Background: an optimization exercise with open tools, aiming at small area, a short achievable clock period and few clock cycles. Do not read the settings as production practice.
Where RTL was checked, it was by simulation tests only, not by an equivalence proof against the original.
The RTL of run 1 was laid out without a check of its function.

==> flow/design.v (outline; a module is shown in full before it is edited, if it fits) <==
// module fp32_mac_core: 611 lines
// module ks_add: 32 lines
// module inc_pfx: 17 lines
// module lzc32: 28 lines
// module mul_tree: 696 lines
module fp32_mac_core #(
   parameter logic [31:0] CANON_NAN = 32'h7FC00000
) (
   input  logic        CLK_I,
   input  logic        RSTL_I,
   input  logic        IN_VALID_I,
   input  logic [95:0] IN_DATA_I,
   output logic        IN_READY_O,
   output logic        OUT_VALID_O,
   input  logic        OUT_READY_I,
   output logic [31:0] OUT_DATA_O,
   output logic        OVERRUN_O
);
  // ...
==> flow/flow/run.sh <==
#!/bin/bash
# The standard layout (standard.sh: the standard synthesis and ORFS flow, unchanged),
# with a tighter setup target for the timing repair steps: repair_timing works until the
# setup slack at the fixed 10 ns clock is at least SETUP_SLACK_MARGIN.
set -euo pipefail
MARGIN=$(cat flow/margin.txt)
bash standard.sh SETUP_SLACK_MARGIN=$MARGIN finish > standard_flow.log 2>&1
==> flow/flow/margin.txt <==
6.0
==> flow/standard.sh <==
#!/bin/bash
# synth_recipe.tcl (not shown) runs the flow's synth.tcl, then flattens the netlist and writes it again
# the make line also repeats each setting of config.mk as NAME=value (left out here)
make -C /OpenROAD-flow-scripts/flow DESIGN_CONFIG=/design/flow/config.mk WORK_HOME=/design/flow/orfs CLKGATE_MAP_FILE= SYNTH_SCRIPT=/design/flow/synth_recipe.tcl "${@:-finish}"
==> flow/config.mk <==
export PLATFORM = sky130hd
export DESIGN_NAME = fp32_mac_core
export DESIGN_NICKNAME = fp32_mac_core
export VERILOG_FILES = /design/flow/design.v
export SDC_FILE = /design/flow/constraint.sdc
export NUM_CORES = 4
export LEC_CHECK = 0
export CAP_MARGIN = 20
export CORE_MARGIN = 2
export CORE_UTILIZATION = 40
export SLEW_MARGIN = 20
==> flow/constraint.sdc <==
create_clock -name core_clock -period 10.0 [get_ports {CLK_I}]
set_input_delay 2.0000 -clock core_clock [delete_from_list [all_inputs] [get_ports {CLK_I}]]
set_output_delay 2.0000 -clock core_clock [all_outputs]
set_load 0.01 [all_outputs]
==> flow_summary.json, run 1 <==
{
  "clockBufferDepth": 3,
  "synth_area_leaders": "edfxtp_1, dfxtp_1, fa_1",
  "reg2reg_to": "rm3[19]",
  "grt_pass1_vias": 26400,
  "crit_arrival_ns": 4.39,
  "signal_buffer_area_fraction_pct": 5.71,
  "area_share_clock_buf_inv_pct": 4.78,
  "status": "complete, no violations",
  "insertion_delay_ns": 0.67,
  "post-place-ws_ns": 4.56,
  "rsz0062_at_grt": "true",
  "synth_edf_count": 313,
  "tightest_slew_ns": 1.10,
  "dr_total_vias": 27200,
  "antenna-diode-count": 0,
  "syn_avg_cell_area_sq_um": 10.0,
  "use_met1_pct": 27.8,
  "min_path_cells": 0,
  "syn2layout_area_growth_pct": 15.7,
  "post-route-period-util_pct": 39.9,
  "crit_start": "s2[0]",
  "met3_usage_pct": 3.41,
  "portBuffers": 134,
  "fin_cells": 4943,
  "seq_share_pct": 31.8,
  "cts_root_buf": "clkbuf_16"
}
==> module fp32_mac_core, before the edit <==
module fp32_mac_core #(
   parameter logic [31:0] CANON_NAN = 32'h7FC00000
) (
   input  logic        CLK_I,
   input  logic        RSTL_I,
   input  logic        IN_VALID_I,
   input  logic [95:0] IN_DATA_I,
   output logic        IN_READY_O,
   output logic        OUT_VALID_O,
   input  logic        OUT_READY_I,
   output logic [31:0] OUT_DATA_O,
   output logic        OVERRUN_O
);
   localparam logic [1:0] K_NUM = 2'd0, K_NAN = 2'd1, K_INF = 2'd2, K_ZERO = 2'd3;
   logic       valid_prev;
   logic       rise, acc, take;
   logic [2:0] cnt_q, cnt_n;    
   logic       v0_q, v1_q, v2_q, v3_q, v4_q, v5_q;
   logic       en_o, en5, en4, en3;
   assign rise  = IN_VALID_I & ~valid_prev;
   assign acc   = rise & IN_READY_O;
   assign take  = OUT_VALID_O & OUT_READY_I;
   assign cnt_n = cnt_q + {2'd0, acc} - {2'd0, take};
   assign en_o = ~OUT_VALID_O;
   assign en5  = ~v5_q | en_o;
   assign en4  = ~v4_q | en5;
   assign en3  = ~v3_q | en4;
   always_ff @(posedge CLK_I or negedge RSTL_I) begin
      if (!RSTL_I) begin
         valid_prev  <= 1'b1;
         IN_READY_O  <= 1'b1;
         OVERRUN_O   <= 1'b0;
         OUT_VALID_O <= 1'b0;
         cnt_q       <= 3'd0;
         v0_q        <= 1'b0;
         v1_q        <= 1'b0;
         v2_q        <= 1'b0;
         v3_q        <= 1'b0;
         v4_q        <= 1'b0;
         v5_q        <= 1'b0;
      end else begin
         valid_prev <= IN_VALID_I;
         if (rise & ~IN_READY_O) OVERRUN_O <= 1'b1;
         cnt_q      <= cnt_n;
         IN_READY_O <= ~cnt_n[2];
         v0_q       <= acc;
         v1_q       <= v0_q;
         v2_q       <= v1_q;
         if (en3) v3_q <= v2_q;
         if (en4) v4_q <= v3_q;
         else if (en5) v4_q <= 1'b0;
         if (en5) v5_q <= v4_q;
         else if (en_o) v5_q <= 1'b0;
         if (en_o) OUT_VALID_O <= v5_q;
         else if (OUT_READY_I) OUT_VALID_O <= 1'b0;
      end
   end
   logic [31:0] a, c;
   logic [31:13] b;
   logic [19:0] bd;
   function automatic logic [2:0] booth(input logic [2:0] x);
      booth[0] = x[1] ^ x[0];
      booth[1] = (x[2] & ~x[1] & ~x[0]) | (~x[2] & x[1] & x[0]);
      booth[2] = x[2];
   endfunction
   logic [19:0] bd_lo, bd_hi;
   logic [13:0] blx;      
   logic [12:0] bhx;      
   assign blx = {1'b0, IN_DATA_I[44:32], 1'b0};
   assign bhx = {2'b01, b[22:13], 1'b0};
   always_comb begin
      for (int i = 0; i < 6; i++) begin
         bd_lo[3*i +: 3] = booth(blx[2*i +: 3]);
         bd_hi[3*i +: 3] = booth(bhx[2*i +: 3]);
      end
      bd_lo[19:18] = booth({1'b0, blx[13:12]}) & 2'b11;
      bd_hi[19:18] = 2'b00;
   end
   always_ff @(posedge CLK_I) begin
      if (!v0_q) begin
         a <= IN_DATA_I[31:0];
         b <= IN_DATA_I[63:45];
         c <= IN_DATA_I[95:64];
      end
      bd <= v0_q ? bd_hi : bd_lo;
   end
   logic [23:0] am;
   logic        v1;
   logic [47:0] p0s, p0c;       
   logic [47:0] ts, tc;
   logic [251:0] tx;
   assign am = {1'b1, a[22:0]};
   assign v1 = v1_q;
   assign tx[0] = (((bd[0] & am[0])) ^ bd[2]);
   assign tx[1] = (((bd[0] & am[1]) | (bd[1] & am[0])) ^ bd[2]);
   assign tx[2] = (((bd[0] & am[2]) | (bd[1] & am[1])) ^ bd[2]);
   assign tx[3] = (((bd[0] & am[3]) | (bd[1] & am[2])) ^ bd[2]);
   assign tx[4] = (((bd[0] & am[4]) | (bd[1] & am[3])) ^ bd[2]);
   assign tx[5] = (((bd[0] & am[5]) | (bd[1] & am[4])) ^ bd[2]);
   assign tx[6] = (((bd[0] & am[6]) | (bd[1] & am[5])) ^ bd[2]);
   assign tx[7] = (((bd[0] & am[7]) | (bd[1] & am[6])) ^ bd[2]);
   assign tx[8] = (((bd[0] & am[8]) | (bd[1] & am[7])) ^ bd[2]);
   assign tx[9] = (((bd[0] & am[9]) | (bd[1] & am[8])) ^ bd[2]);
   assign tx[10] = (((bd[0] & am[10]) | (bd[1] & am[9])) ^ bd[2]);
   assign tx[11] = (((bd[0] & am[11]) | (bd[1] & am[10])) ^ bd[2]);
   assign tx[12] = (((bd[0] & am[12]) | (bd[1] & am[11])) ^ bd[2]);
   assign tx[13] = (((bd[0] & am[13]) | (bd[1] & am[12])) ^ bd[2]);
   assign tx[14] = (((bd[0] & am[14]) | (bd[1] & am[13])) ^ bd[2]);
   assign tx[15] = (((bd[0] & am[15]) | (bd[1] & am[14])) ^ bd[2]);
   assign tx[16] = (((bd[0] & am[16]) | (bd[1] & am[15])) ^ bd[2]);
   assign tx[17] = (((bd[0] & am[17]) | (bd[1] & am[16])) ^ bd[2]);
   assign tx[18] = (((bd[0] & am[18]) | (bd[1] & am[17])) ^ bd[2]);
   assign tx[19] = (((bd[0] & am[19]) | (bd[1] & am[18])) ^ bd[2]);
   assign tx[20] = (((bd[0] & am[20]) | (bd[1] & am[19])) ^ bd[2]);
   assign tx[21] = (((bd[0] & am[21]) | (bd[1] & am[20])) ^ bd[2]);
   assign tx[22] = (((bd[0] & am[22]) | (bd[1] & am[21])) ^ bd[2]);
   assign tx[23] = (((bd[0] & am[23]) | (bd[1] & am[22])) ^ bd[2]);
   assign tx[24] = (((bd[1] & am[23])) ^ bd[2]);
   assign tx[25] = bd[2];
   assign tx[26] = ~bd[2];
   assign tx[27] = (((bd[3] & am[0])) ^ bd[5]);
   assign tx[28] = (((bd[3] & am[1]) | (bd[4] & am[0])) ^ bd[5]);
   assign tx[29] = (((bd[3] & am[2]) | (bd[4] & am[1])) ^ bd[5]);
   assign tx[30] = (((bd[3] & am[3]) | (bd[4] & am[2])) ^ bd[5]);
   assign tx[31] = (((bd[3] & am[4]) | (bd[4] & am[3])) ^ bd[5]);
   assign tx[32] = (((bd[3] & am[5]) | (bd[4] & am[4])) ^ bd[5]);
   assign tx[33] = (((bd[3] & am[6]) | (bd[4] & am[5])) ^ bd[5]);
   assign tx[34] = (((bd[3] & am[7]) | (bd[4] & am[6])) ^ bd[5]);
   assign tx[35] = (((bd[3] & am[8]) | (bd[4] & am[7])) ^ bd[5]);
   assign tx[36] = (((bd[3] & am[9]) | (bd[4] & am[8])) ^ bd[5]);
   assign tx[37] = (((bd[3] & am[10]) | (bd[4] & am[9])) ^ bd[5]);
   assign tx[38] = (((bd[3] & am[11]) | (bd[4] & am[10])) ^ bd[5]);
   assign tx[39] = (((bd[3] & am[12]) | (bd[4] & am[11])) ^ bd[5]);
   assign tx[40] = (((bd[3] & am[13]) | (bd[4] & am[12])) ^ bd[5]);
   assign tx[41] = (((bd[3] & am[14]) | (bd[4] & am[13])) ^ bd[5]);
   assign tx[42] = (((bd[3] & am[15]) | (bd[4] & am[14])) ^ bd[5]);
   assign tx[43] = (((bd[3] & am[16]) | (bd[4] & am[15])) ^ bd[5]);
   assign tx[44] = (((bd[3] & am[17]) | (bd[4] & am[16])) ^ bd[5]);
   assign tx[45] = (((bd[3] & am[18]) | (bd[4] & am[17])) ^ bd[5]);
   assign tx[46] = (((bd[3] & am[19]) | (bd[4] & am[18])) ^ bd[5]);
   assign tx[47] = (((bd[3] & am[20]) | (bd[4] & am[19])) ^ bd[5]);
   assign tx[48] = (((bd[3] & am[21]) | (bd[4] & am[20])) ^ bd[5]);
   assign tx[49] = (((bd[3] & am[22]) | (bd[4] & am[21])) ^ bd[5]);
   assign tx[50] = (((bd[3] & am[23]) | (bd[4] & am[22])) ^ bd[5]);
   assign tx[51] = (((bd[4] & am[23])) ^ bd[5]);
   assign tx[52] = bd[5];
   assign tx[53] = ~bd[5];
   assign tx[54] = (((bd[6] & am[0])) ^ bd[8]);
   assign tx[55] = (((bd[6] & am[1]) | (bd[7] & am[0])) ^ bd[8]);
   assign tx[56] = (((bd[6] & am[2]) | (bd[7] & am[1])) ^ bd[8]);
   assign tx[57] = (((bd[6] & am[3]) | (bd[7] & am[2])) ^ bd[8]);
   assign tx[58] = (((bd[6] & am[4]) | (bd[7] & am[3])) ^ bd[8]);
   assign tx[59] = (((bd[6] & am[5]) | (bd[7] & am[4])) ^ bd[8]);
   assign tx[60] = (((bd[6] & am[6]) | (bd[7] & am[5])) ^ bd[8]);
   assign tx[61] = (((bd[6] & am[7]) | (bd[7] & am[6])) ^ bd[8]);
   assign tx[62] = (((bd[6] & am[8]) | (bd[7] & am[7])) ^ bd[8]);
   assign tx[63] = (((bd[6] & am[9]) | (bd[7] & am[8])) ^ bd[8]);
   assign tx[64] = (((bd[6] & am[10]) | (bd[7] & am[9])) ^ bd[8]);
   assign tx[65] = (((bd[6] & am[11]) | (bd[7] & am[10])) ^ bd[8]);
   assign tx[66] = (((bd[6] & am[12]) | (bd[7] & am[11])) ^ bd[8]);
   assign tx[67] = (((bd[6] & am[13]) | (bd[7] & am[12])) ^ bd[8]);
   assign tx[68] = (((bd[6] & am[14]) | (bd[7] & am[13])) ^ bd[8]);
   assign tx[69] = (((bd[6] & am[15]) | (bd[7] & am[14])) ^ bd[8]);
   assign tx[70] = (((bd[6] & am[16]) | (bd[7] & am[15])) ^ bd[8]);
   assign tx[71] = (((bd[6] & am[17]) | (bd[7] & am[16])) ^ bd[8]);
   assign tx[72] = (((bd[6] & am[18]) | (bd[7] & am[17])) ^ bd[8]);
   assign tx[73] = (((bd[6] & am[19]) | (bd[7] & am[18])) ^ bd[8]);
   assign tx[74] = (((bd[6] & am[20]) | (bd[7] & am[19])) ^ bd[8]);
   assign tx[75] = (((bd[6] & am[21]) | (bd[7] & am[20])) ^ bd[8]);
   assign tx[76] = (((bd[6] & am[22]) | (bd[7] & am[21])) ^ bd[8]);
   assign tx[77] = (((bd[6] & am[23]) | (bd[7] & am[22])) ^ bd[8]);
   assign tx[78] = (((bd[7] & am[23])) ^ bd[8]);
   assign tx[79] = bd[8];
   assign tx[80] = ~bd[8];
   assign tx[81] = (((bd[9] & am[0])) ^ bd[11]);
   assign tx[82] = (((bd[9] & am[1]) | (bd[10] & am[0])) ^ bd[11]);
   assign tx[83] = (((bd[9] & am[2]) | (bd[10] & am[1])) ^ bd[11]);
   assign tx[84] = (((bd[9] & am[3]) | (bd[10] & am[2])) ^ bd[11]);
   assign tx[85] = (((bd[9] & am[4]) | (bd[10] & am[3])) ^ bd[11]);
   assign tx[86] = (((bd[9] & am[5]) | (bd[10] & am[4])) ^ bd[11]);
   assign tx[87] = (((bd[9] & am[6]) | (bd[10] & am[5])) ^ bd[11]);
   assign tx[88] = (((bd[9] & am[7]) | (bd[10] & am[6])) ^ bd[11]);
   assign tx[89] = (((bd[9] & am[8]) | (bd[10] & am[7])) ^ bd[11]);
   assign tx[90] = (((bd[9] & am[9]) | (bd[10] & am[8])) ^ bd[11]);
   assign tx[91] = (((bd[9] & am[10]) | (bd[10] & am[9])) ^ bd[11]);
   assign tx[92] = (((bd[9] & am[11]) | (bd[10] & am[10])) ^ bd[11]);
   assign tx[93] = (((bd[9] & am[12]) | (bd[10] & am[11])) ^ bd[11]);
   assign tx[94] = (((bd[9] & am[13]) | (bd[10] & am[12])) ^ bd[11]);
   assign tx[95] = (((bd[9] & am[14]) | (bd[10] & am[13])) ^ bd[11]);
   assign tx[96] = (((bd[9] & am[15]) | (bd[10] & am[14])) ^ bd[11]);
   assign tx[97] = (((bd[9] & am[16]) | (bd[10] & am[15])) ^ bd[11]);
   assign tx[98] = (((bd[9] & am[17]) | (bd[10] & am[16])) ^ bd[11]);
   assign tx[99] = (((bd[9] & am[18]) | (bd[10] & am[17])) ^ bd[11]);
   assign tx[100] = (((bd[9] & am[19]) | (bd[10] & am[18])) ^ bd[11]);
   assign tx[101] = (((bd[9] & am[20]) | (bd[10] & am[19])) ^ bd[11]);
   assign tx[102] = (((bd[9] & am[21]) | (bd[10] & am[20])) ^ bd[11]);
   assign tx[103] = (((bd[9] & am[22]) | (bd[10] & am[21])) ^ bd[11]);
   assign tx[104] = (((bd[9] & am[23]) | (bd[10] & am[22])) ^ bd[11]);
   assign tx[105] = (((bd[10] & am[23])) ^ bd[11]);
   assign tx[106] = bd[11];
   assign tx[107] = ~bd[11];
   assign tx[108] = (((bd[12] & am[0])) ^ bd[14]);
   assign tx[109] = (((bd[12] & am[1]) | (bd[13] & am[0])) ^ bd[14]);
   assign tx[110] = (((bd[12] & am[2]) | (bd[13] & am[1])) ^ bd[14]);
   assign tx[111] = (((bd[12] & am[3]) | (bd[13] & am[2])) ^ bd[14]);
   assign tx[112] = (((bd[12] & am[4]) | (bd[13] & am[3])) ^ bd[14]);
   assign tx[113] = (((bd[12] & am[5]) | (bd[13] & am[4])) ^ bd[14]);
   assign tx[114] = (((bd[12] & am[6]) | (bd[13] & am[5])) ^ bd[14]);
   assign tx[115] = (((bd[12] & am[7]) | (bd[13] & am[6])) ^ bd[14]);
   assign tx[116] = (((bd[12] & am[8]) | (bd[13] & am[7])) ^ bd[14]);
   assign tx[117] = (((bd[12] & am[9]) | (bd[13] & am[8])) ^ bd[14]);
   assign tx[118] = (((bd[12] & am[10]) | (bd[13] & am[9])) ^ bd[14]);
   assign tx[119] = (((bd[12] & am[11]) | (bd[13] & am[10])) ^ bd[14]);
   assign tx[120] = (((bd[12] & am[12]) | (bd[13] & am[11])) ^ bd[14]);
   assign tx[121] = (((bd[12] & am[13]) | (bd[13] & am[12])) ^ bd[14]);
   assign tx[122] = (((bd[12] & am[14]) | (bd[13] & am[13])) ^ bd[14]);
   assign tx[123] = (((bd[12] & am[15]) | (bd[13] & am[14])) ^ bd[14]);
   assign tx[124] = (((bd[12] & am[16]) | (bd[13] & am[15])) ^ bd[14]);
   assign tx[125] = (((bd[12] & am[17]) | (bd[13] & am[16])) ^ bd[14]);
   assign tx[126] = (((bd[12] & am[18]) | (bd[13] & am[17])) ^ bd[14]);
   assign tx[127] = (((bd[12] & am[19]) | (bd[13] & am[18])) ^ bd[14]);
   assign tx[128] = (((bd[12] & am[20]) | (bd[13] & am[19])) ^ bd[14]);
   assign tx[129] = (((bd[12] & am[21]) | (bd[13] & am[20])) ^ bd[14]);
   assign tx[130] = (((bd[12] & am[22]) | (bd[13] & am[21])) ^ bd[14]);
   assign tx[131] = (((bd[12] & am[23]) | (bd[13] & am[22])) ^ bd[14]);
   assign tx[132] = (((bd[13] & am[23])) ^ bd[14]);
   assign tx[133] = bd[14];
   assign tx[134] = ~bd[14];
   assign tx[135] = (((bd[15] & am[0])) ^ bd[17]);
   assign tx[136] = (((bd[15] & am[1]) | (bd[16] & am[0])) ^ bd[17]);
   assign tx[137] = (((bd[15] & am[2]) | (bd[16] & am[1])) ^ bd[17]);
   assign tx[138] = (((bd[15] & am[3]) | (bd[16] & am[2])) ^ bd[17]);
   assign tx[139] = (((bd[15] & am[4]) | (bd[16] & am[3])) ^ bd[17]);
   assign tx[140] = (((bd[15] & am[5]) | (bd[16] & am[4])) ^ bd[17]);
   assign tx[141] = (((bd[15] & am[6]) | (bd[16] & am[5])) ^ bd[17]);
   assign tx[142] = (((bd[15] & am[7]) | (bd[16] & am[6])) ^ bd[17]);
   assign tx[143] = (((bd[15] & am[8]) | (bd[16] & am[7])) ^ bd[17]);
   assign tx[144] = (((bd[15] & am[9]) | (bd[16] & am[8])) ^ bd[17]);
   assign tx[145] = (((bd[15] & am[10]) | (bd[16] & am[9])) ^ bd[17]);
   assign tx[146] = (((bd[15] & am[11]) | (bd[16] & am[10])) ^ bd[17]);
   assign tx[147] = (((bd[15] & am[12]) | (bd[16] & am[11])) ^ bd[17]);
   assign tx[148] = (((bd[15] & am[13]) | (bd[16] & am[12])) ^ bd[17]);
   assign tx[149] = (((bd[15] & am[14]) | (bd[16] & am[13])) ^ bd[17]);
   assign tx[150] = (((bd[15] & am[15]) | (bd[16] & am[14])) ^ bd[17]);
   assign tx[151] = (((bd[15] & am[16]) | (bd[16] & am[15])) ^ bd[17]);
   assign tx[152] = (((bd[15] & am[17]) | (bd[16] & am[16])) ^ bd[17]);
   assign tx[153] = (((bd[15] & am[18]) | (bd[16] & am[17])) ^ bd[17]);
   assign tx[154] = (((bd[15] & am[19]) | (bd[16] & am[18])) ^ bd[17]);
   assign tx[155] = (((bd[15] & am[20]) | (bd[16] & am[19])) ^ bd[17]);
   assign tx[156] = (((bd[15] & am[21]) | (bd[16] & am[20])) ^ bd[17]);
   assign tx[157] = (((bd[15] & am[22]) | (bd[16] & am[21])) ^ bd[17]);
   assign tx[158] = (((bd[15] & am[23]) | (bd[16] & am[22])) ^ bd[17]);
   assign tx[159] = (((bd[16] & am[23])) ^ bd[17]);
   assign tx[160] = bd[17];
   assign tx[161] = ~bd[17];
   assign tx[162] = (p0s[13] & v1);
   assign tx[163] = (p0s[14] & v1);
   assign tx[164] = (p0s[15] & v1);
   assign tx[165] = (p0s[16] & v1);
   assign tx[166] = (p0s[17] & v1);
   assign tx[167] = (p0s[18] & v1);
   assign tx[168] = (p0s[19] & v1);
   assign tx[169] = (p0s[20] & v1);
   assign tx[170] = (p0s[21] & v1);
   assign tx[171] = (p0s[22] & v1);
   assign tx[172] = (p0s[23] & v1);
   assign tx[173] = (p0s[24] & v1);
   assign tx[174] = ((bd[18] & am[0])) | (p0s[25] & v1);
   assign tx[175] = ((bd[18] & am[1]) | (bd[19] & am[0])) | (p0s[26] & v1);
   assign tx[176] = ((bd[18] & am[2]) | (bd[19] & am[1])) | (p0s[27] & v1);
   assign tx[177] = ((bd[18] & am[3]) | (bd[19] & am[2])) | (p0s[28] & v1);
   assign tx[178] = ((bd[18] & am[4]) | (bd[19] & am[3])) | (p0s[29] & v1);
   assign tx[179] = ((bd[18] & am[5]) | (bd[19] & am[4])) | (p0s[30] & v1);
   assign tx[180] = ((bd[18] & am[6]) | (bd[19] & am[5])) | (p0s[31] & v1);
   assign tx[181] = ((bd[18] & am[7]) | (bd[19] & am[6])) | (p0s[32] & v1);
   assign tx[182] = ((bd[18] & am[8]) | (bd[19] & am[7])) | (p0s[33] & v1);
   assign tx[183] = ((bd[18] & am[9]) | (bd[19] & am[8])) | (p0s[34] & v1);
   assign tx[184] = ((bd[18] & am[10]) | (bd[19] & am[9])) | (p0s[35] & v1);
   assign tx[185] = ((bd[18] & am[11]) | (bd[19] & am[10])) | (p0s[36] & v1);
   assign tx[186] = ((bd[18] & am[12]) | (bd[19] & am[11])) | (p0s[37] & v1);
   assign tx[187] = ((bd[18] & am[13]) | (bd[19] & am[12])) | (p0s[38] & v1);
   assign tx[188] = ((bd[18] & am[14]) | (bd[19] & am[13])) | (p0s[39] & v1);
   assign tx[189] = ((bd[18] & am[15]) | (bd[19] & am[14])) | (p0s[40] & v1);
   assign tx[190] = ((bd[18] & am[16]) | (bd[19] & am[15])) | (p0s[41] & v1);
   assign tx[191] = ((bd[18] & am[17]) | (bd[19] & am[16])) | (p0s[42] & v1);
   assign tx[192] = ((bd[18] & am[18]) | (bd[19] & am[17])) | (p0s[43] & v1);
   assign tx[193] = ((bd[18] & am[19]) | (bd[19] & am[18])) | (p0s[44] & v1);
   assign tx[194] = ((bd[18] & am[20]) | (bd[19] & am[19])) | (p0s[45] & v1);
   assign tx[195] = ((bd[18] & am[21]) | (bd[19] & am[20])) | (p0s[46] & v1);
   assign tx[196] = ((bd[18] & am[22]) | (bd[19] & am[21])) | (p0s[47] & v1);
   assign tx[197] = ((bd[18] & am[23]) | (bd[19] & am[22]));
   assign tx[198] = ((bd[19] & am[23]));
   assign tx[199] = (p0c[13] & v1);
   assign tx[200] = (p0c[14] & v1);
   assign tx[201] = (p0c[15] & v1);
   assign tx[202] = (p0c[16] & v1);
   assign tx[203] = (p0c[17] & v1);
   assign tx[204] = (p0c[18] & v1);
   assign tx[205] = (p0c[19] & v1);
   assign tx[206] = (p0c[20] & v1);
   assign tx[207] = (p0c[21] & v1);
   assign tx[208] = (p0c[22] & v1);
   assign tx[209] = (p0c[23] & v1);
   assign tx[210] = (p0c[24] & v1);
   assign tx[211] = (p0c[25] & v1);
   assign tx[212] = (p0c[26] & v1);
   assign tx[213] = (p0c[27] & v1);
   assign tx[214] = (p0c[28] & v1);
   assign tx[215] = (p0c[29] & v1);
   assign tx[216] = (p0c[30] & v1);
   assign tx[217] = (p0c[31] & v1);
   assign tx[218] = (p0c[32] & v1);
   assign tx[219] = (p0c[33] & v1);
   assign tx[220] = (p0c[34] & v1);
   assign tx[221] = (p0c[35] & v1);
   assign tx[222] = (p0c[36] & v1);
   assign tx[223] = (p0c[37] & v1);
   assign tx[224] = (p0c[38] & v1);
   assign tx[225] = (p0c[39] & v1);
   assign tx[226] = (p0c[40] & v1);
   assign tx[227] = (p0c[41] & v1);
   assign tx[228] = (p0c[42] & v1);
   assign tx[229] = (p0c[43] & v1);
   assign tx[230] = (p0c[44] & v1);
   assign tx[231] = (p0c[45] & v1);
   assign tx[232] = (p0c[46] & v1);
   assign tx[233] = (p0c[47] & v1);
   assign tx[234] = 1'b1;
   assign tx[235] = 1'b1;
   assign tx[236] = 1'b1;
   assign tx[237] = 1'b1;
   assign tx[238] = 1'b1;
   assign tx[239] = 1'b1;
   assign tx[240] = 1'b1;
   assign tx[241] = 1'b1;
   assign tx[242] = 1'b1;
   assign tx[243] = 1'b1;
   assign tx[244] = 1'b1;
   assign tx[245] = 1'b1;
   assign tx[246] = 1'b1;
   assign tx[247] = 1'b1;
   assign tx[248] = 1'b1;
   assign tx[249] = 1'b1;
   assign tx[250] = 1'b1;
   assign tx[251] = 1'b1;
   mul_tree u_tree (.x(tx), .s(ts), .c(tc));
   always_ff @(posedge CLK_I) begin
      p0s <= ts;
      p0c <= tc;
   end
   logic [12:0] lo13;
   logic        lo13_c;
   ks_add #(13, 4) u_lo13 (.a(p0s[12:0]), .b(p0c[12:0]), .ci(1'b0), .s(lo13), .co(lo13_c));
   logic blo_zero;
   always_ff @(posedge CLK_I) begin
      blo_zero <= (bd == 20'd0);
   end
   logic a_zero, b_zero, c_zero, a_inf, b_inf, c_inf, a_nan, b_nan, c_nan;
   logic mul_sign;
   logic [1:0] kind_m;
   logic       ksign_m, kill_m;
   logic [9:0] ep_m;
   logic [10:0] t_m;
   assign a_zero   = (a[30:23] == 8'h00);
   assign b_zero   = (b[30:23] == 8'h00);
   assign c_zero   = (c[30:23] == 8'h00);
   assign a_inf    = (a[30:23] == 8'hFF) && (a[22:0] == 23'd0);
   assign b_inf    = (b[30:23] == 8'hFF) && (b[22:13] == 10'd0) && blo_zero;
   assign c_inf    = (c[30:23] == 8'hFF) && (c[22:0] == 23'd0);
   assign a_nan    = (a[30:23] == 8'hFF) && (a[22:0] != 23'd0);
   assign b_nan    = (b[30:23] == 8'hFF) && !b_inf;
   assign c_nan    = (c[30:23] == 8'hFF) && (c[22:0] != 23'd0);
   assign mul_sign = a[31] ^ b[31];
   assign ep_m     = {2'b00, a[30:23]} + {2'b00, b[30:23]} - 10'd127;
   logic [10:0] t1;
   always_ff @(posedge CLK_I) begin
      t1 <= {3'b000, c[30:23]} + 11'd127 - {3'b000, a[30:23]} - {3'b000, b[30:23]};
   end
   assign t_m      = t1;
   always_comb begin
      kind_m  = K_NUM;
      ksign_m = 1'b0;
      kill_m  = 1'b0;
      if (a_nan || b_nan || c_nan || (a_inf && b_zero) || (b_inf && a_zero) ||
          ((a_inf || b_inf) && c_inf && (mul_sign != c[31])))
         kind_m = K_NAN;
      else if (a_inf || b_inf) begin
         kind_m = K_INF; ksign_m = mul_sign;
      end else if (c_inf) begin
         kind_m = K_INF; ksign_m = c[31];
      end else if (a_zero || b_zero) begin
         if (c_zero) begin
            kind_m = K_ZERO; ksign_m = c[31];
         end else
            kill_m = 1'b1;
      end
   end
   logic [14:0] sk_m;        
   logic [2:0] dp_m, dz_m;
   always_comb begin
      for (int k = 0; k < 3; k++) begin
         logic [10:0] d, m;
         d = t_m - 11'(k);
         m = d[10] ? (11'd0 - d) : d;
         sk_m[5*k +: 5] = (m > 11'd31) ? 5'd31 : m[4:0];
         dp_m[k] = ~d[10] & (d != 11'd0);
         dz_m[k] = (d == 11'd0);
      end
   end
   logic [34:0] s2, c2;
   logic        cy2, st2;
   logic [9:0]  ep2;
   logic [14:0] sk2;
   logic [2:0]  dp2, dz2;
   logic        ps2;
   logic [31:0] cc2;
   logic [1:0]  kind2;
   logic        ks2, kill2;
   always_ff @(posedge CLK_I) begin
      s2    <= ts[34:0];
      c2    <= tc[34:0];
      cy2   <= lo13_c;
      st2   <= |lo13;
      ep2   <= ep_m;
      sk2   <= sk_m;
      dp2   <= dp_m;
      dz2   <= dz_m;
      ps2   <= mul_sign;
      cc2   <= c;
      kind2 <= kind_m;
      ks2   <= ksign_m;
      kill2 <= kill_m;
   end
   logic [34:0] q;             
   logic        q_co;
   logic [23:0] pr_m;
   logic        pr_g, pr_st, pr_inc, pr_ovf;
   logic [22:0] pr_r;
   logic [23:0] rm;
   ks_add #(35, 6) u_qadd (.a(s2), .b(c2), .ci(cy2), .s(q), .co(q_co));
   always_comb begin
      if (q[34]) begin
         pr_m  = q[34:11];
         pr_g  = q[10];
         pr_st = (|q[9:0]) | st2;
      end else begin
         pr_m  = q[33:10];
         pr_g  = q[9];
         pr_st = (|q[8:0]) | st2;
      end
   end
   assign pr_inc = pr_g & (pr_st | pr_m[0]);
   assign pr_ovf = pr_inc & (&pr_m);
   inc_pfx #(23, 5) u_pinc (.a(pr_m[22:0]), .ci(pr_inc), .s(pr_r));
   assign rm = {1'b1, pr_r};
   logic [4:0] sha, shb;
   logic       dpa, dpb, dza, dzb;
   always_comb begin
      if (q[34]) begin
         sha = sk2[9:5];   dpa = dp2[1]; dza = dz2[1];
         shb = sk2[14:10]; dpb = dp2[2]; dzb = dz2[2];
      end else begin
         sha = sk2[4:0];   dpa = dp2[0]; dza = dz2[0];
         shb = sk2[9:5];   dpb = dp2[1]; dzb = dz2[1];
      end
   end
   logic [23:0] rm3;
   logic [9:0]  ep3;
   logic        n3, ovf3;
   logic        ps3;
   logic [31:0] cc3;
   logic [1:0]  kind3;
   logic        ks3, kill3;
   logic        dpa3, dpb3, dza3, dzb3;
   logic [4:0]  sha3, shb3;
   always_ff @(posedge CLK_I) begin
      if (en3) begin
         rm3    <= rm;
         ep3    <= ep2;
         n3     <= q[34];
         ovf3   <= pr_ovf;
         ps3    <= ps2;
         cc3    <= cc2;
         kind3  <= kind2;
         ks3    <= ks2;
         kill3  <= kill2;
         dpa3   <= dpa;
         dpb3   <= dpb;
         dza3   <= dza;
         dzb3   <= dzb;
         sha3   <= sha;
         shb3   <= shb;
      end
   end
   logic [23:0] c_man, sm_in, lg_m;
   logic        c_nz, c_gt, c_bigger, sm_ok;
   logic [26:0] al_x, al_sh, al_mask, al_small;
   logic        al_st;
   logic [24:0] cmp_d;
   logic        cmp_co;
   logic       dpos3, dzero3;
   logic [4:0] sh3;
   logic [9:0] re3;
   assign dpos3  = ovf3 ? dpb3 : dpa3;
   assign dzero3 = ovf3 ? dzb3 : dza3;
   assign sh3    = ovf3 ? shb3 : sha3;
   assign re3    = ep3 + {9'd0, n3} + {9'd0, ovf3};
   assign c_nz  = (cc3[30:23] != 8'h00);
   assign c_man = {c_nz, cc3[22:0]};
   ks_add #(24, 5) u_cmp (.a(rm3), .b(~c_man), .ci(1'b1), .s(cmp_d[23:0]), .co(cmp_co));
   assign c_gt     = ~cmp_co;
   assign c_bigger = kill3 | (c_nz & (dpos3 | (dzero3 & c_gt)));
   assign sm_ok    = c_nz & ~kill3;
   assign sm_in   = (dpos3 ? rm3 : c_man) & {24{sm_ok}};
   assign al_x    = {sm_in, 3'b000};
   assign al_sh   = al_x >> sh3;
   assign al_mask = ~(27'h7FFFFFF << sh3);
   assign al_st   = |(al_x & al_mask);
   always_comb begin
      if (dzero3 & c_gt & sm_ok)
         al_small = {rm3, 3'b000};
      else
         al_small = {al_sh[26:1], al_sh[0] | al_st};
   end
   assign lg_m = c_bigger ? c_man : rm3;
   logic [23:0] lg4;
   logic [26:0] sm4;
   logic [9:0]  e4;
   logic        s4, sub4;
   logic [1:0]  kind4;
   logic        ks4;
   always_ff @(posedge CLK_I) begin
      if (en4) begin
         lg4   <= lg_m;
         sm4   <= al_small;
         e4    <= c_bigger ? {2'b00, cc3[30:23]} : re3;
         s4    <= c_bigger ? cc3[31] : ps3;
         sub4  <= cc3[31] ^ ps3;
         kind4 <= kind3;
         ks4   <= ks3;
      end
   end
   logic [26:0] add_s;
   logic        add_co;
   logic [27:0] add_sum;
   logic [26:0] pre;
   logic [4:0]  lz;
   ks_add #(27, 5) u_add (.a({lg4, 3'b000}), .b(sm4 ^ {27{sub4}}), .ci(sub4), .s(add_s), .co(add_co));
   assign add_sum = {add_co & ~sub4, add_s};
   lzc32 u_lzc (.x({add_sum[26:0], 5'b10000}), .n(lz));
   logic [9:0] e4p1;
   assign e4p1 = e4 + 10'd1;
   assign pre = add_sum[27] ? {add_sum[27:2], add_sum[1] | add_sum[0]} : add_sum[26:0];
   logic [26:0] pre5;
   logic [4:0]  lz5;
   logic [9:0]  e5;
   logic        s5;
   logic [1:0]  kind5;
   logic        ks5;
   always_ff @(posedge CLK_I) begin
      if (en5) begin
         pre5  <= pre;
         lz5   <= add_sum[27] ? 5'd0 : lz;
         e5    <= add_sum[27] ? e4p1 : e4;
         s5    <= s4;
         kind5 <= kind4;
         ks5   <= ks4;
      end
   end
   logic [26:0] norm;
   logic [9:0]  ne;
   logic        ne_co;
   logic [7:0]  ne_p1;
   logic [22:0] rn_r;
   logic        rn_inc, rn_ovf, zero5;
   logic        ge254, ge255, le0, ovr, unr;
   logic [7:0]  rnd_e;
   logic [31:0] res;
   assign norm   = pre5 << lz5;
   assign rn_inc = norm[2] & (norm[1] | norm[0] | norm[3]);
   assign rn_ovf = rn_inc & (&norm[26:3]);
   inc_pfx #(23, 5) u_rinc (.a(norm[25:3]), .ci(rn_inc), .s(rn_r));
   assign zero5 = (lz5 == 5'd27);
   ks_add #(10, 4) u_ne (.a(e5), .b(~{5'd0, lz5}), .ci(1'b1), .s(ne), .co(ne_co));
   assign ne_p1 = ne[7:0] + 8'd1;
   assign ge255 = ~ne[9] & (ne[8] | (&ne[7:0]));
   assign ge254 = ~ne[9] & (ne[8] | (&ne[7:1]));
   assign le0   = ne[9] | (ne == 10'd0);
   assign ovr   = rn_ovf ? ge254 : ge255;
   assign unr   = rn_ovf ? ne[9] : le0;
   assign rnd_e = rn_ovf ? ne_p1 : ne[7:0];
   always_comb begin
      case (kind5)
         K_NAN:  res = CANON_NAN;
         K_INF:  res = {ks5, 8'hFF, 23'd0};
         K_ZERO: res = {ks5, 31'd0};
         default:
            if (zero5)
               res = 32'd0;
            else if (ovr)
               res = {s5, 8'hFF, 23'd0};
            else if (unr)
               res = {s5, 31'd0};
            else
               res = {s5, rnd_e, rn_r};
      endcase
   end
   always_ff @(posedge CLK_I) begin
      if (en_o) OUT_DATA_O <= res;
   end
endmodule
==> inputs of run 2 (changes only) <==
--- a/flow/design.v
+++ b/flow/design.v
@@ -433,25 +433,21 @@
    end
    logic [34:0] q;             
    logic        q_co;
-   logic [23:0] pr_m;
-   logic        pr_g, pr_st, pr_inc, pr_ovf;
+   logic        pr_ovf;
    logic [22:0] pr_r;
    logic [23:0] rm;
    ks_add #(35, 6) u_qadd (.a(s2), .b(c2), .ci(cy2), .s(q), .co(q_co));
-   always_comb begin
-      if (q[34]) begin
-         pr_m  = q[34:11];
-         pr_g  = q[10];
-         pr_st = (|q[9:0]) | st2;
-      end else begin
-         pr_m  = q[33:10];
-         pr_g  = q[9];
-         pr_st = (|q[8:0]) | st2;
-      end
-   end
-   assign pr_inc = pr_g & (pr_st | pr_m[0]);
-   assign pr_ovf = pr_inc & (&pr_m);
-   inc_pfx #(23, 5) u_pinc (.a(pr_m[22:0]), .ci(pr_inc), .s(pr_r));
+   logic [23:0] m1, m0;
+   logic        inc1, inc0;
+   logic [22:0] r1, r0;
+   assign m1   = q[34:11];
+   assign m0   = q[33:10];
+   assign inc1 = q[10] & ((|q[9:0]) | st2 | m1[0]);
+   assign inc0 = q[9]  & ((|q[8:0]) | st2 | m0[0]);
+   inc_pfx #(23, 5) u_pinc1 (.a(m1[22:0]), .ci(inc1), .s(r1));
+   inc_pfx #(23, 5) u_pinc0 (.a(m0[22:0]), .ci(inc0), .s(r0));
+   assign pr_r   = q[34] ? r1 : r0;
+   assign pr_ovf = q[34] ? (inc1 & (&m1)) : (inc0 & (&m0));
    assign rm = {1'b1, pr_r};
    logic [4:0] sha, shb;
    logic       dpa, dpb, dza, dzb;
@@ -532,7 +528,7 @@
    always_ff @(posedge CLK_I) begin
       if (en4) begin
          lg4   <= lg_m;
-         sm4   <= al_small;
+         sm4   <= al_small ^ {27{cc3[31] ^ ps3}};
          e4    <= c_bigger ? {2'b00, cc3[30:23]} : re3;
          s4    <= c_bigger ? cc3[31] : ps3;
          sub4  <= cc3[31] ^ ps3;
@@ -545,14 +541,18 @@
    logic [27:0] add_sum;
    logic [26:0] pre;
    logic [4:0]  lz;
-   ks_add #(27, 5) u_add (.a({lg4, 3'b000}), .b(sm4 ^ {27{sub4}}), .ci(sub4), .s(add_s), .co(add_co));
+   ks_add #(27, 5) u_add (.a({lg4, 3'b000}), .b(sm4), .ci(sub4), .s(add_s), .co(add_co));
    assign add_sum = {add_co & ~sub4, add_s};
    lzc32 u_lzc (.x({add_sum[26:0], 5'b10000}), .n(lz));
-   logic [9:0] e4p1;
-   assign e4p1 = e4 + 10'd1;
-   assign pre = add_sum[27] ? {add_sum[27:2], add_sum[1] | add_sum[0]} : add_sum[26:0];
+   logic [4:0]  lzu;
+   logic [26:0] pre_a, pre_b;
+   assign lzu   = add_sum[27] ? 5'd0 : lz;
+   assign pre_a = add_sum[27] ? {add_sum[27:2], add_sum[1] | add_sum[0]} : add_sum[26:0];
+   assign pre_b = lzu[4] ? {pre_a[10:0], 16'd0} : pre_a;
+   assign pre   = lzu[3] ? {pre_b[18:0], 8'd0} : pre_b;
    logic [26:0] pre5;
    logic [4:0]  lz5;
+   logic        up5;
    logic [9:0]  e5;
    logic        s5;
    logic [1:0]  kind5;
@@ -560,8 +560,9 @@
    always_ff @(posedge CLK_I) begin
       if (en5) begin
          pre5  <= pre;
-         lz5   <= add_sum[27] ? 5'd0 : lz;
-         e5    <= add_sum[27] ? e4p1 : e4;
+         lz5   <= lzu;
+         up5   <= add_sum[27];
+         e5    <= e4;
          s5    <= s4;
          kind5 <= kind4;
          ks5   <= ks4;
@@ -576,12 +577,12 @@
    logic        ge254, ge255, le0, ovr, unr;
    logic [7:0]  rnd_e;
    logic [31:0] res;
-   assign norm   = pre5 << lz5;
+   assign norm   = pre5 << lz5[2:0];
    assign rn_inc = norm[2] & (norm[1] | norm[0] | norm[3]);
    assign rn_ovf = rn_inc & (&norm[26:3]);
    inc_pfx #(23, 5) u_rinc (.a(norm[25:3]), .ci(rn_inc), .s(rn_r));
    assign zero5 = (lz5 == 5'd27);
-   ks_add #(10, 4) u_ne (.a(e5), .b(~{5'd0, lz5}), .ci(1'b1), .s(ne), .co(ne_co));
+   ks_add #(10, 4) u_ne (.a(e5), .b(up5 ? 10'd0 : ~{5'd0, lz5}), .ci(1'b1), .s(ne), .co(ne_co));
    assign ne_p1 = ne[7:0] + 8'd1;
    assign ge255 = ~ne[9] & (ne[8] | (&ne[7:0]));
    assign ge254 = ~ne[9] & (ne[8] | (&ne[7:1]));
==> flow/flow/run.sh (replaced) <==
#!/bin/bash
# The standard layout (standard.sh: the standard synthesis and ORFS flow, unchanged), with
#  - a tighter setup target for the timing repair steps: repair_timing works until the setup
#    slack at the fixed 10 ns clock is at least SETUP_SLACK_MARGIN (flow/margin.txt);
#  - the smallest buffer cell for the port buffers (every port still gets its buffer; repair
#    may resize them).
set -euo pipefail
MARGIN=$(cat flow/margin.txt)
bash standard.sh SETUP_SLACK_MARGIN=$MARGIN "BUFFER_PORTS_ARGS=-buffer_cell sky130_fd_sc_hd__buf_1" finish > standard_flow.log 2>&1
==> flow/flow/margin.txt (replaced) <==
6.6
--- a/flow/config.mk
+++ b/flow/config.mk
@@ -8,4 +8,7 @@
 export CAP_MARGIN = 20
 export CORE_MARGIN = 2
 export CORE_UTILIZATION = 40
+export CTS_BUF_LIST = sky130_fd_sc_hd__clkbuf_8
+export CTS_CLUSTER_DIAMETER = 80
+export CTS_CLUSTER_SIZE = 14
 export SLEW_MARGIN = 20
==> flow_summary.json, run 2 <==
{
  "status": "complete, no violations",
  "post-place-ws_ns": 5.63,
  "seq_area_frac_synth_pct": 36.6,
  "drt_iter0_markers": 2724,
  "cts_root_buf": "clkbuf_8",
  "fin_cells": 5144,
  "syn2layout_area_growth_pct": 18.2,
  "crit_cells": 12,
  "insertion_delay_ns": 0.76,
  "async_reset_ff_share_pct": 2.58,
  "cpMaxStageDelayCell": "or3b_4",
  "dr_total_vias": 29000,
  "crit_start": "lz5[1]",
  "crit_path_end_kind": "flip-flop",
  "gp_congestion": 0.918,
  "wl_per_cell_microns": 19.9,
  "layout_commonest_cell": "nand2_1",
  "postLayoutCoreUtil_pct": 47.7,
  "drc": 0,
  "core-area_sq_mm": 0.0900,
  "finalSetupViolCount": 0,
  "cts_tree": "yes",
  "viasPerCell": 5.63,
  "crit_family": "simple AND/OR/NAND/NOR gates",
  "drv_cap": 0,
  "layout-drive-gt1-share_pct": 18.1,
  "reg2reg_to": "OUT_DATA_O[15]",
  "overflow": 0,
  "crit_arrival_ns": 4.22,
  "die_height_microns": 305,
  "largestRegisters": "c2 x34, s2 x34",
  "path_clk_slew_ns": 0.09,
  "finalHoldViolCount": 0,
  "antenna_found_initial": 4,
  "critical_path_required_ns": 10.60,
  "rsz0062_at_grt": "true",
  "yosysMostFrequentCell": "nand2_1",
  "slowest_delay_ns": 0.48,
  "post-route-period-util_pct": 36.2,
  "grt_util_all_layers_pct": 21.2,
  "start_util_pct": 40.3,
  "fin_skew_ns": 0.0711,
  "ios": 135,
  "synth_ff_type": "edfxtp_1",
  "fin_ws_ns": 6.38,
  "crit_top_cell": "mux2_4",
  "synth_common_cells": "nand2_1, inv_1, edfxtp_1",
  "syn_avg_cell_area_sq_um": 9.85,
  "path_buf_inv": 3,
  "fmax_mhz": 277,
  "syn-cell-area_sq_mm": 0.0363,
  "cts_sinks": 504,
  "layout_min_cycle_time_ns": 3.62,
  "die_w_microns": 305,
  "grt_pass1_vias": 28000,
  "slew_headroom_pct": 34.9,
  "rr_startpoint": "lz5[1]",
  "worstPathCellList": "buf_6, buf_12, buf_16, mux2_4, mux2i_4, nor4b_4, nand4_4, nor4_4, mux2_4, a41o_4, or3b_4, and3b_1",
  "synth_area_leaders": "edfxtp_1, dfxtp_1, fa_1",
  "reg2reg_depth": 12,
  "dp_hpwl_microns": 70300,
  "layout_common_cells": "nand2_1, inv_1, edfxtp_1, xnor2_1, buf_4",
  "grt_pass1_wl_microns": 158000,
  "synth_largest_area_cell": "edfxtp_1",
  "rows": 110,
  "fin_setup_tns_ns": 0,
  "yosysWarningCount": 19,
  "tritoncts.num_buffers": 47,
  "synth_fp_nets": 4136,
  "timing_worst_setup_path_type": "reg2reg",
  "synth_seq_cells": 504,
  "routed_wl_microns": 102000,
  "ant_nets": 0,
  "grt_max_degree": 72,
  "placed_cells": 4829,
  "clockBufferDepth": 3,
  "rrSetupSlack_ns": 6.38,
  "fin_nets": 4379,
  "dieArea_sq_mm": 0.0932,
  "synth_edf_count": 314,
  "drt_first_pass_iters": 14,
  "crit_end": "OUT_DATA_O[15]",
  "portBuffers": 134,
  "cts-htree-levels": 2,
  "synth_top_area_share_pct": 26.0,
  "syn_inst": 3687,
  "cp_max_fo": 6,
  "synth_cell_types": 119,
  "start_kind": "flip-flop",
  "hp-class": "reg2reg",
  "finalMaxSlewViolations": 0,
  "tightest_slew_ns": 0.976
}
-- run 2: through the flow --
step                      hold WS (ns)  cell area, sq um
after floorplan                  0.348             36400
after global placement           0.354             37900
after detailed placement         0.360             37900
after CTS                        0.380             41600
after global routing             0.394             42900
final                            0.375             42900
-- run 2: worst reg2reg max path, stage by stage (launching register included) --
cell and delay, ns:
edfxtp_1 0.43, buf_6 0.17, buf_12 0.12, buf_16 0.12
mux2_4 0.20, mux2i_4 0.08, nor4b_4 0.38, nand4_4 0.16
nor4_4 0.45, mux2_4 0.35, a41o_4 0.30, or3b_4 0.48
and3b_1 0.24
-- run 2: metal layers --
layer / part of all wire (%) / track usage, % / wire length, microns
met5: 0.040 / 0 / 41
met1: 43 / 28.5 / 44200
met4: 3.2 / 7.30 / 3280
met2: 47 / 34.7 / 47700
met3: 7.0 / 3.37 / 7150
-- run 2: final cells by class --
type / instances / area, sq um
Timing Repair Buffer: 403 / 3100
Clock buffer: 48 / 661
Inverter: 322 / 1230
Antenna cell: 1 / 2.50
Multi-Input combinational cell: 2652 / 22900
Tap cell: 1176 / 1470
Fill cell: 8391 / 47100
Clock inverter: 38 / 285
Sequential cell: 504 / 13300
-- run 2: worst min-delay path by stage --
stage / start / endpoint / slack [ns] / depth (start not counted)
floorplan: c[10] / cc2[10] / 0.35 / 0
global placement: c[11] / cc2[11] / 0.35 / 0
detailed placement: c[12] / cc2[12] / 0.36 / 0
CTS: c[12] / cc2[12] / 0.38 / 0
global route: c[17] / cc2[17] / 0.39 / 0
finish: c[12] / cc2[12] / 0.38 / 0
-- run 2: cells by family after synthesis --
family	count (synthesis)	share of synthesized area (%)
AO/OA/AOI/OAI	834	15.5
XOR/XNOR	348	8.44
adder cells (fa/ha/maj)	350	15.3
buffers and inverters	534	5.86
flip-flops	504	36.6
multiplexers	148	4.95
AND/OR/NAND/NOR	969	13.3
-- run 2: what timing repair did --
item | in CTS | in global routing
endpoints found under the setup margin | 214 | 134
gates cloned | 15 | 1
setup buffers | 158 | 53
pin swaps | 77 | 79
resized for setup | 241 | 191
hold buffers | 0 | 0
Testbench counts of run 2, summed over its fixed seeds: cycles 4,848.
==> inputs of run 3 (changes only) <==
==> flow/flow/margin.txt (replaced) <==
6.3
--- a/flow/config.mk
+++ b/flow/config.mk
@@ -5,6 +5,7 @@
 export SDC_FILE = /design/flow/constraint.sdc
 export NUM_CORES = 4
 export LEC_CHECK = 0
+export ABC_AREA = 1
 export CAP_MARGIN = 20
 export CORE_MARGIN = 2
 export CORE_UTILIZATION = 40
==> flow_summary.json, run 3 <==
{
  "overflow": 0,
  "reg2reg_depth": 9,
  "rsz0062_at_grt": "true",
  "synth_area_leaders": "edfxtp_1, nand2_1, dfxtp_1",
  "synthXorXnorAreaFrac_pct": 6.44,
  "core-area_sq_mm": 0.0918,
  "antenna_found_initial": 3,
  "tritoncts.num_buffers": 49,
  "postLayoutCoreUtil_pct": 43.7,
  "rrSetupSlack_ns": 6.33,
  "path_clk_slew_ns": 0.11,
  "synth_edf_count": 314,
  "cts_tree": "yes",
  "syn-cell-area_sq_mm": 0.0371,
  "crit_arrival_ns": 4.34,
  "post-route-period-util_pct": 36.7,
  "start_util_pct": 40.4,
  "synth-simple-area-share_pct": 22.3,
  "hold_end": "cc3[13]",
  "grt_util_all_layers_pct": 22.3,
  "timing.hold.ws_ns": 0.370,
  "yosysWarningCount": 19,
  "drt_first_pass_iters": 6,
  "fin_nets": 5219,
  "slew_headroom_pct": 23.7,
  "fin_skew_ns": 0.0941,
  "hp-class": "reg2reg",
  "fillers": 9280,
  "wl_per_cell_microns": 17.8,
  "cp_max_fo": 11,
  "grt_pass1_vias": 30200,
  "timing_worst_setup_path_type": "reg2reg",
  "reg2reg_to": "c2[24]",
  "fin_ws_ns": 6.33,
  "async_reset_ff_share_pct": 2.58,
  "worstPathCellList": "clkinvlp_4, o22ai_1, xor2_1, fa_1, inv_1, fa_1, fa_1, inv_1, fa_1",
  "synth_ff_type": "edfxtp_1",
  "slowest_delay_ns": 0.66,
  "cts-htree-levels": 2,
  "fmax_mhz": 273,
  "synthAdderAreaFrac_pct": 15.0,
  "finalSetupViolCount": 0,
  "crit_top_cell": "fa_1",
  "layout-drive-gt1-share_pct": 5.62,
  "rr_startpoint": "bd[4]",
  "finalMaxSlewViolations": 0,
  "drc": 0,
  "die_w_microns": 309,
  "drt_iter0_markers": 2912,
  "syn2layout_area_growth_pct": 8.16,
  "ant_nets": 0,
  "synth_top_area_share_pct": 25.4,
  "crit_path_end_kind": "flip-flop",
  "finalHoldViolCount": 0,
  "syn_avg_cell_area_sq_um": 7.93,
  "layout_common_cells": "nand2_1, inv_1, edfxtp_1, nor2_1, nand3_1",
  "seq_area_frac_synth_pct": 35.8,
  "rows": 111,
  "dr_total_vias": 31500,
  "die_height_microns": 309,
  "ios": 135,
  "drv_cap": 0,
  "largestRegisters": "c2 x34, s2 x34",
  "routed_wl_microns": 108000,
  "status": "complete, no violations",
  "hp-start": "cc2[13]",
  "insertion_delay_ns": 0.78,
  "cts_sinks": 504,
  "dieArea_sq_mm": 0.0952,
  "cpMaxStageDelayCell": "dfxtp_1",
  "syn_inst": 4683,
  "layout_commonest_cell": "nand2_1",
  "start_kind": "flip-flop",
  "synth_compound_area_share_pct": 10.7,
  "synth_fp_nets": 5132,
  "synth_cell_types": 62,
  "critical_path_required_ns": 10.67,
  "dp_hpwl_microns": 81400,
  "cts_root_buf": "clkbuf_8",
  "portBuffers": 134,
  "synth_largest_area_cell": "edfxtp_1",
  "grt_pass1_wl_microns": 167000,
  "gp_congestion": 0.964,
  "post-place-ws_ns": 6.10,
  "layout_min_cycle_time_ns": 3.67,
  "yosysMostFrequentCell": "nand2_1",
  "min_path_cells": 0,
  "synth_seq_cells": 504,
  "viasPerCell": 5.21,
  "grt_max_degree": 88,
  "fin_setup_tns_ns": 0,
  "synth_common_cells": "nand2_1, inv_1, edfxtp_1",
  "tightest_slew_ns": 1.13,
  "synthMuxAreaShare_pct": 0.314,
  "synth_top_family_by_area": "simple AND/OR/NAND/NOR gates",
  "clockBufferDepth": 3
}
-- run 3: cell types whose count changed after synthesis, moves of 55 or more --
cell,change
o22ai_1,+125
o21ai_0,+88
a22oi_1,-131
a21oi_1,-68
mux2i_1,-97
xor2_1,+158
nand2_1,+804
inv_1,+417
and2_1,-57
clkbuf_1,-55
nand3_1,+212
nor2_1,+94
xnor2_1,-231
-- run 3: stage by stage --
stage,std cells,area (sq um)
3_3_place_gp,5931,38700
3_5_place_dp,5931,38700
5_1_grt,6052,40100
2_1_floorplan,4683,37100
4_1_cts,6022,39700
6_report,6053,40100
-- run 3: routing by layer --
metal	routed length (microns)	vias up	track usage, %
met2	47700	1207	35.7
li1	-	15500	-
met5	13	-	0
met1	47800	14600	30.6
met4	4510	2	8.72
met3	7940	276	3.16
-- run 3: worst max-delay path by stage --
stage,depth (start not counted),start,end
2_1_floorplan,5,v0_q,bd[10]
3_3_place_gp,8,bd[17],c2[14]
3_5_place_dp,8,bd[17],c2[14]
4_1_cts,14,lg4[6],pre5[2]
5_1_grt,9,bd[7],c2[10]
6_report,9,bd[4],c2[24]
-- run 3: cell families (layout without fill, tap and decap cells) --
logic type      count (synthesis)  after routing
other cells                     0              2
buf+inv                       909           1033
simple gates                 1954           1955
fa+ha+maj                     349            349
mux                            10             10
flops                         504            504
xor+xnor                      273            273
compound gates                684            684
-- run 3: layout make-up --
cell class / count / area, sq um / area share (%)
clock inverter: 38 / 270 / 0.673
timing repair inverter: 11 / 77.6 / 0.193
sequential: 504 / 13300 / 33.1
inverter: 754 / 2890 / 7.21
multi-input combinational: 3271 / 20400 / 50.9
timing repair buffer: 179 / 902 / 2.25
tap: 1243 / 1560 / 3.87
clock buffer: 51 / 702 / 1.75
antenna: 2 / 5.00 / 0.0125
-- run 3: worst max-delay path: cells and delay by family, from the launching register on --
kind,cells,cell delay [ns]
DFF,1,0.66
AOI/OAI and AO/OA,1,0.29
buffers and inverters,3,0.62
xor gates and xnor gates,1,0.12
adders and majority gates,4,1.93
-- run 3: timing repair --
| item | 4_1_cts | 5_1_grt |
|---|---|---|
| hold buffers | 0 | 0 |
| cloned | 0 | 13 |
| pin swaps | 0 | 0 |
| buffers inserted | 2 | 15 |
| setup endpoints to repair | 80 | 140 |
| resized for setup | 5 | 48 |
==> inputs of run 4 (changes only) <==
--- a/flow/config.mk
+++ b/flow/config.mk
@@ -5,10 +5,9 @@
 export SDC_FILE = /design/flow/constraint.sdc
 export NUM_CORES = 4
 export LEC_CHECK = 0
-export ABC_AREA = 1
 export CAP_MARGIN = 20
 export CORE_MARGIN = 2
-export CORE_UTILIZATION = 40
+export CORE_UTILIZATION = 60
 export CTS_BUF_LIST = sky130_fd_sc_hd__clkbuf_8
 export CTS_CLUSTER_DIAMETER = 80
 export CTS_CLUSTER_SIZE = 14
==> flow_summary.json, run 4 <==
{
  "status": "complete, no violations",
  "gp_congestion": 0.959,
  "critical_path_required_ns": 10.46,
  "synthXorXnorAreaFrac_pct": 8.43,
  "post-route-period-util_pct": 36.5,
  "tightest_slew_ns": 1.09,
  "seq_area_frac_synth_pct": 36.6,
  "fin_skew_ns": 0.0337,
  "grt_pass1_wl_microns": 154000,
  "hold_end": "cc2[11]",
  "ios": 135,
  "placed_cells": 4429,
  "layout-drive-gt1-share_pct": 11.1,
  "fin_cells": 4568,
  "synthAdderAreaFrac_pct": 15.3,
  "routed_wl_microns": 99400,
  "fin_nets": 4206,
  "drv_cap": 0,
  "cts_tree": "yes",
  "async_reset_ff_share_pct": 2.58,
  "wl_per_cell_microns": 21.8,
  "rrSetupSlack_ns": 6.35,
  "finalHoldViolCount": 0,
  "crit_path_end_kind": "flip-flop",
  "die_height_microns": 250,
  "drc": 0,
  "hp-start": "c[11]",
  "cp_max_fo": 9,
  "postLayoutCoreUtil_pct": 66.1,
  "layout_min_cycle_time_ns": 3.65,
  "fin_setup_tns_ns": 0,
  "synth_fp_nets": 4136,
  "finalMaxSlewViolations": 0,
  "synthMuxAreaShare_pct": 4.95,
  "syn-cell-area_sq_mm": 0.0363,
  "cts_root_buf": "clkbuf_8",
  "synth_cell_types": 119,
  "drt_first_pass_iters": 6,
  "synth_ff_type": "edfxtp_1",
  "drt_iter0_markers": 3019,
  "core-area_sq_mm": 0.0601,
  "synth_top_area_share_pct": 26.0,
  "synth_seq_cells": 504,
  "syn2layout_area_growth_pct": 9.48,
  "rows": 90,
  "finalSetupViolCount": 0,
  "die_w_microns": 250,
  "timing_worst_setup_path_type": "reg2reg",
  "grt_util_all_layers_pct": 31.1,
  "clockBufferDepth": 3,
  "synth_top_family_by_area": "compound AO/OA/AOI/OAI gates",
  "syn_inst": 3687,
  "slew_headroom_pct": 27.2,
  "tritoncts.num_buffers": 45,
  "min_path_cells": 0,
  "synth_edf_count": 314,
  "hp-class": "reg2reg",
  "path_clk_slew_ns": 0.10,
  "reg2reg_depth": 12,
  "rsz0062_at_grt": "true",
  "largestRegisters": "c2 x34, s2 x34",
  "synth_area_leaders": "edfxtp_1, dfxtp_1, fa_1",
  "syn_avg_cell_area_sq_um": 9.85,
  "crit_arrival_ns": 4.11,
  "synth_compound_area_share_pct": 15.5,
  "viasPerCell": 6.29,
  "insertion_delay_ns": 0.67,
  "grt_max_degree": 86,
  "grt_pass1_vias": 28100,
  "synth_largest_area_cell": "edfxtp_1",
  "fillers": 4833,
  "cts_sinks": 504,
  "antenna_found_initial": 1,
  "start_kind": "flip-flop",
  "layout_commonest_cell": "nand2_1",
  "overflow": 0,
  "rr_startpoint": "lg4[8]",
  "synth-simple-area-share_pct": 13.3,
  "reg2reg_to": "pre5[16]",
  "ant_nets": 0,
  "cts-htree-levels": 2,
  "synth_common_cells": "nand2_1, inv_1, edfxtp_1",
  "yosysWarningCount": 19,
  "dp_hpwl_microns": 71700,
  "dieArea_sq_mm": 0.0625,
  "fmax_mhz": 274,
  "portBuffers": 134,
  "dr_total_vias": 28700,
  "timing.hold.ws_ns": 0.374,
  "yosysMostFrequentCell": "nand2_1",
  "layout_common_cells": "nand2_1, inv_1, edfxtp_1, xnor2_1, nor2_1",
  "start_util_pct": 60.4
}
run 4: changes by cell type after synthesis, sizes merged, moves of 97 or more:
| cell | previous run | this run |
|---|---|---|
| xnor2 | 31 | 263 |
| nor2 | 327 | 200 |
| o22ai | 139 | 15 |
| o21ai | 297 | 164 |
| a22oi | 4 | 135 |
| nand3 | 283 | 67 |
| inv | 748 | 321 |
| xor2 | 242 | 85 |
| mux2i | 10 | 107 |
| nand2 | 1159 | 350 |
run 4: how the worst max path moves through the flow:
stage | from | end | cells after the start
2_1_floorplan | OUT_VALID_O | cc3[0] | 1
3_3_place_gp | s2[0] | rm3[15] | 16
3_5_place_dp | s2[0] | rm3[15] | 16
4_1_cts | sm4[10] | pre5[16] | 12
5_1_grt | lg4[8] | pre5[16] | 12
6_report | lg4[8] | pre5[16] | 12
run 4: cells by family (layout without fill, tap and decap cells):
family                     count (synthesis)  in the layout
and+or+nand+nor                          969            972
AOI/OAI and AO/OA                        834            834
buffers and inverters                    534            629
DFF                                      504            504
adders and majority gates                350            350
xor gates and xnor gates                 348            348
muxes                                    148            148
other                                      0              1
run 4: worst max-delay path, cell delays in order, from the launching register on:
cell and delay [ns]:
edfxtp_1 0.43, ha_4 0.32, nand2_2 0.08, or3_1 0.40
a211o_4 0.32, o221ai_4 0.28, a41o_4 0.33, a221oi_4 0.09
xor2_2 0.24, and4_4 0.33, buf_12 0.16, a311oi_4 0.11
o32ai_1 0.33
run 4: per-layer routing:
layer | track usage (%) | wire length (microns)
met5 | 0 | 0
met4 | 7.85 | 2330
met3 | 7.34 | 10100
met2 | 47.2 | 43400
met1 | 44.9 | 43600
run 4: final cells by class:
class	count	area, sq um	share of cell area [%]
flip-flops and latches	504	13300	33.5
diodes	1	2.50	0.00629
well taps	782	978	2.46
clock inverters	29	208	0.522
inverters	322	1230	3.08
clock buffers	46	633	1.59
repair buffers	232	1500	3.77
multi-input cells	2652	21900	55.1
run 4: metrics by stage:
step | instance area [sq um] | setup WS [ns]
after floorplan | 36300 | 5.93
after detailed placement | 37300 | 5.62
after CTS | 38800 | 6.28
after global placement | 37300 | 5.62
final | 39800 | 6.35
after global routing | 39800 | 6.23
run 4: timing repair:
action / in CTS / in global routing
setup buffers: 20 / 34
setup endpoints to repair: 136 / 97
cloned: 2 / 7
hold buffers: 0 / 0
pin swaps: 16 / 38
gates resized for setup: 97 / 124

separate check: timing with driven ports:
How much do the figures lean on ideal ports? The routed layouts below were timed once more, with nothing changed but the port constraints.
Step 1: set_driving_cell puts a clkbuf_16 on CLK_I and a buf_2 on each other input, an assumption about the parent block.
Step 2 adds t to the input delays and takes it off the output delays; t is the mean of the earliest and latest rising clock arrival at the registers after step 1. Input paths then give back, and output paths get back, about the clock's delay inside the block.
Three values: no drivers, after step 1, after step 2; two values: the first two.
run | t (ns) | slack for setup (ns) | worst slew at a driven data input, ns | pins driven straight from the clock port
run 1 | 0.714 | 6.015 / 6.015 / 5.989 | 0.06 | 1
run 2 | 0.790 | 6.385 / 6.385 / 6.385 | 0.10 | 1
run 3 | 0.803 | 6.333 / 6.333 / 6.299 | 0.05 | 1
run 4 | 0.708 | 6.349 / 6.349 / 6.349 | 0.04 | 1
After both steps every run listed still meets setup and hold. For run 3, which loses most, drivers alone change the setup slack by 0.000 ns; drivers and shift together by -0.034 ns.
